From an optimization exercise on the open Yosys and OpenROAD flow, aimed at small area, a short achievable clock period and few clock cycles per item; shortcuts taken in it are not production practice. RTL that was checked went through simulation tests only; none was proved equivalent to the original. Power is estimated from default activity; no workload was simulated.

==> flow/design.v (excerpt) <==
module signed_int_alu_div_mod_core (
    input  logic        i_clk,
    input  logic        i_rst_n,
    input  logic        i_valid,
    output logic        o_ready,
    input  logic [2:0]  i_command,
    input  logic [31:0] i_operand_a,
    input  logic [31:0] i_operand_b,
    output logic        o_valid,
    input  logic        i_ready,
    output logic [31:0] o_result,
    output logic        o_status
);
For scale: about 9500 cells after synthesis, ~110 I/O pins, about 0.087 mm^2 of cells after synthesis.
==> flow/config.mk <==
export PLATFORM = sky130hd
export DESIGN_NAME = signed_int_alu_div_mod_core
export DESIGN_NICKNAME = signed_int_alu_div_mod_core
export VERILOG_FILES = /design/flow/design.v
export SDC_FILE = /design/flow/constraint.sdc
export NUM_CORES = 4
export LEC_CHECK = 0
export ABC_AREA = 1
export CAP_MARGIN = 20
export CORE_MARGIN = 2
export CORE_UTILIZATION = 40
export CTS_CLUSTER_DIAMETER = 120
export CTS_CLUSTER_SIZE = 26
export SLEW_MARGIN = 20
export DONT_USE_CELLS += sky130_fd_sc_hd__clkdlybuf4s15_1 sky130_fd_sc_hd__clkdlybuf4s15_2 sky130_fd_sc_hd__clkdlybuf4s18_1 sky130_fd_sc_hd__clkdlybuf4s18_2 sky130_fd_sc_hd__clkdlybuf4s25_1 sky130_fd_sc_hd__clkdlybuf4s25_2 sky130_fd_sc_hd__clkdlybuf4s50_1 sky130_fd_sc_hd__clkdlybuf4s50_2 sky130_fd_sc_hd__dlygate4sd1_1 sky130_fd_sc_hd__dlygate4sd2_1 sky130_fd_sc_hd__dlygate4sd3_1 sky130_fd_sc_hd__dlymetal6s2s_1 sky130_fd_sc_hd__dlymetal6s4s_1 sky130_fd_sc_hd__dlymetal6s6s_1
export SETUP_SLACK_MARGIN = 6.8
==> flow/constraint.sdc <==
create_clock -name core_clock -period 10.0 [get_ports {i_clk}]
set_input_delay 2.0000 -clock core_clock [delete_from_list [all_inputs] [get_ports {i_clk}]]
set_output_delay 2.0000 -clock core_clock [all_outputs]
set_load 0.01 [all_outputs]
standard.sh (not shown) runs the stock make flow with config.mk's settings and CLKGATE_MAP_FILE= SYNTH_SCRIPT=/design/flow/synth_recipe.tcl, a recipe that flattens the netlist after the stock synthesis.
==> flow/flow/run.sh <==
#!/bin/bash
set -euo pipefail
bash standard.sh synth > standard_synth.log 2>&1
cat >> config.mk <<'EOM'
export DONT_USE_CELLS += sky130_fd_sc_hd__clkdlybuf4s15_1 sky130_fd_sc_hd__clkdlybuf4s15_2 sky130_fd_sc_hd__clkdlybuf4s18_1 sky130_fd_sc_hd__clkdlybuf4s18_2 sky130_fd_sc_hd__clkdlybuf4s25_1 sky130_fd_sc_hd__clkdlybuf4s25_2 sky130_fd_sc_hd__clkdlybuf4s50_1 sky130_fd_sc_hd__clkdlybuf4s50_2 sky130_fd_sc_hd__dlygate4sd1_1 sky130_fd_sc_hd__dlygate4sd2_1 sky130_fd_sc_hd__dlygate4sd3_1 sky130_fd_sc_hd__dlymetal6s2s_1 sky130_fd_sc_hd__dlymetal6s4s_1 sky130_fd_sc_hd__dlymetal6s6s_1
EOM
bash standard.sh place > standard_place.log 2>&1
echo "export SETUP_SLACK_MARGIN = ${FLOW_MARGIN_NS:-6.8}" >> config.mk
bash standard.sh finish > standard_finish.log 2>&1
Next try:
--- a/flow/design.v
+++ b/flow/design.v
@@ -4361,31 +4361,36 @@
     assign w_cy31[31] = w_gg31_79;
     assign w_c31 = w_gg31_80;
     assign w_s31 = w_p31 ^ w_cy31;
     assign w_sel31 = (w_m27 & r_n26[31]) | (w_dv27 & w_c31) | w_as27;
     assign w_r31 = w_sel31 ? w_s31 : w_x31;
     assign w_q31 = {r_n26[30:0], w_sel31};
-    logic        w_stp, r_vf, r_stf, r_gf;
-    logic [31:0] w_magp, r_magf;
-    assign w_stp  = r_t26[1] & ~|r_d26;
-    assign w_magp = (r_t26 == 2'd2) ? w_q31 : w_r31;
+    logic        r_v27, r_g27;
+    logic [1:0]  r_t27;
+    logic [31:0] r_d27, r_n27;
+    logic [31:0] r_r27;
     always_ff @(posedge i_clk) begin
-        if (!i_rst_n) r_vf <= 1'b0;
-        else r_vf <= r_v26;
-        r_stf  <= w_stp;
-        r_gf   <= r_g26;
-        r_magf <= w_magp;
+        if (!i_rst_n) r_v27 <= 1'b0;
+        else r_v27 <= r_v26;
+        r_t27 <= r_t26;
+        r_g27 <= r_g26;
+        r_d27 <= r_d26;
+        r_n27 <= w_q31;
+        r_r27 <= w_r31;
     end
-    logic [31:0] w_orm;
-    assign w_st  = r_stf;
+    logic        w_dz;
+    logic [31:0] w_mag, w_orm;
+    assign w_dz  = ~|r_d27;
+    assign w_st  = r_t27[1] & w_dz;
+    assign w_mag = (r_t27 == 2'd2) ? r_n27 : r_r27;
     assign w_orm[0] = 1'b0;
     generate for (gi = 1; gi < 32; gi = gi + 1) begin : g_orm
-        assign w_orm[gi] = |r_magf[gi-1:0];
+        assign w_orm[gi] = |w_mag[gi-1:0];
     end endgenerate
-    assign w_res = w_st ? 32'd0 : (r_magf ^ (w_orm & {32{r_gf}}));
-    assign w_end_v = r_vf;
+    assign w_res = w_st ? 32'd0 : (w_mag ^ (w_orm & {32{r_g27}}));
+    assign w_end_v = r_v27;
     assign w_rec   = w_end_v && (r_sv || (r_cnt != 5'd0));
     assign w_push  = w_end_v && !r_sv && (r_cnt == 5'd0);
     logic        n_ov, n_sv, n_end_v;
     logic [4:0]  n_cnt;
     always_comb begin
         n_ov = r_ov;
Result:
- maximum frequency rises by 1.7%
- global-route usage is higher by 0.53 points
- wire length grows by 4.3%
- cell count is higher by 0.71%
- die area rose by 0.96%
- worst setup slack improves by 0.054 ns
- combinational power shrinks by 3.3%
- area after synthesis rises by 0.97%
- clock skew came out higher by 0.0034 ns
- synthesized cell count stays flat
Testbench counts after the change, summed over its fixed seeds: cycles 24,232, items 24,000.
Only the layout flow was run in the first run of this note; the RTL was not checked for function there.

---

signed_int_alu_div_mod_core, a different RTL version from the one above (not shown whole).
Size: roughly 2,500 flip-flops, about 110 I/O pins, ~88,000 µm² of cells after synthesis.
## signed_int_alu_div_mod_core
module signed_int_alu_div_mod_core (
    input  logic        i_clk,
    input  logic        i_rst_n,
    input  logic        i_valid,
    output logic        o_ready,
    input  logic [2:0]  i_command,
    input  logic [31:0] i_operand_a,
    input  logic [31:0] i_operand_b,
    output logic        o_valid,
    input  logic        i_ready,
    output logic [31:0] o_result,
    output logic        o_status
);
clock: 10.0 ns
lec_check: 0
abc_area: 1
cap_margin: 20
core_margin: 2
core_utilization: 40
cts_cluster_diameter: 120
cts_cluster_size: 26
slew_margin: 20
setup_slack_margin: 6.8
Scripts as last shown in full above: flow/flow/run.sh
The baseline went through all stages and came out clean.
Testbench counts at the start, summed over its fixed seeds: cycles 24,240, items 24,000.
Edit:
--- a/flow/design.v
+++ b/flow/design.v
@@ -4486,37 +4486,42 @@
     assign w_cy31[28] = w_gg31_76;
     assign w_cy31[29] = w_gg31_77;
     assign w_cy31[30] = w_gg31_78;
     assign w_cy31[31] = w_gg31_79;
     assign w_c31 = w_gg31_80;
     assign w_s31 = w_p31 ^ w_cy31;
     assign w_sel31 = (w_m28 & r_n27[31]) | (w_dv28 & w_c31) | w_as28;
     assign w_r31 = w_sel31 ? w_s31 : w_x31;
     assign w_q31 = {r_n27[30:0], w_sel31};
-    logic        w_stp, r_vf, r_stf, r_gf;
-    logic [31:0] w_magp, r_magf;
-    assign w_stp  = r_t27[1] & ~|r_d27;
-    assign w_magp = (r_t27 == 2'd2) ? w_q31 : w_r31;
+    logic        r_v28, r_g28;
+    logic [1:0]  r_t28;
+    logic [31:0] r_d28, r_n28;
+    logic [31:0] r_r28;
     always_ff @(posedge i_clk) begin
-        if (!i_rst_n) r_vf <= 1'b0;
-        else r_vf <= r_v27;
-        r_stf  <= w_stp;
-        r_gf   <= r_g27;
-        r_magf <= w_magp;
+        if (!i_rst_n) r_v28 <= 1'b0;
+        else r_v28 <= r_v27;
+        r_t28 <= r_t27;
+        r_g28 <= r_g27;
+        r_d28 <= r_d27;
+        r_n28 <= w_q31;
+        r_r28 <= w_r31;
     end
-    logic [31:0] w_orm;
-    assign w_st  = r_stf;
+    logic        w_dz;
+    logic [31:0] w_mag, w_orm;
+    assign w_dz  = ~|r_d28;
+    assign w_st  = r_t28[1] & w_dz;
+    assign w_mag = (r_t28 == 2'd2) ? r_n28 : r_r28;
     assign w_orm[0] = 1'b0;
     generate for (gi = 1; gi < 32; gi = gi + 1) begin : g_orm
-        assign w_orm[gi] = |r_magf[gi-1:0];
+        assign w_orm[gi] = |w_mag[gi-1:0];
     end endgenerate
-    assign w_res = w_st ? 32'd0 : (r_magf ^ (w_orm & {32{r_gf}}));
-    assign w_end_v = r_vf;
+    assign w_res = w_st ? 32'd0 : (w_mag ^ (w_orm & {32{r_g28}}));
+    assign w_end_v = r_v28;
     assign w_rec   = w_end_v && (r_sv || (r_cnt != 5'd0));
     assign w_push  = w_end_v && !r_sv && (r_cnt == 5'd0);
     logic        n_ov, n_sv, n_end_v;
     logic [4:0]  n_cnt;
     always_comb begin
         n_ov = r_ov;
         n_sv = r_sv;
         if (!r_ov || i_ready) begin
             n_ov = r_sv || w_push;
What happened: Fmax decreases by 1.7%. Worst setup slack gets worse by 0.055 ns. Synthesized area climbs by 1.3%. Routed wire length rises by 0.48%. Utilization came out higher by 0.41 points. Design area climbs by 2.1%. Via count is about the same. Cell count goes up by about 0.9%. Global-route usage drops by 0.36 points.
Testbench counts after the change, summed over its fixed seeds: cycles 24,240, items 24,000.

[what the ideal ports hide]
The flow's constraints put no driver on any port. The routed layouts listed below were extracted and timed again, unchanged, in two steps. Step 1, drivers: a clkbuf_16 drives i_clk and a buf_2 each remaining input, both assumed. Step 2 also shifts input and output timing later by t, the mid clock arrival at the registers, as if the neighbouring blocks saw the same clock. Three values: ideal ports, drivers, drivers and shift; two values: the first two.
| run | t (ns) | setup WS [ns] | worst setup path at the end |
|---|---|---|---|
| the first run of note 1 | 0.851 | 6.673 / 6.588 / 6.062 | input to register |
| the second run of note 1 | 0.869 | 6.728 / 6.642 / 5.989 | input to register |
| the first run of note 2 | 0.839 | 6.756 / 6.675 / 6.058 | input to register |
| the second run of note 2 | 0.854 | 6.701 / 6.614 / 6.016 | input to register |
After both steps setup and hold are still met in every run listed. The setup slack of the second run of note 1, which loses most, moves by -0.086 ns with the drivers and by -0.739 ns with both steps.
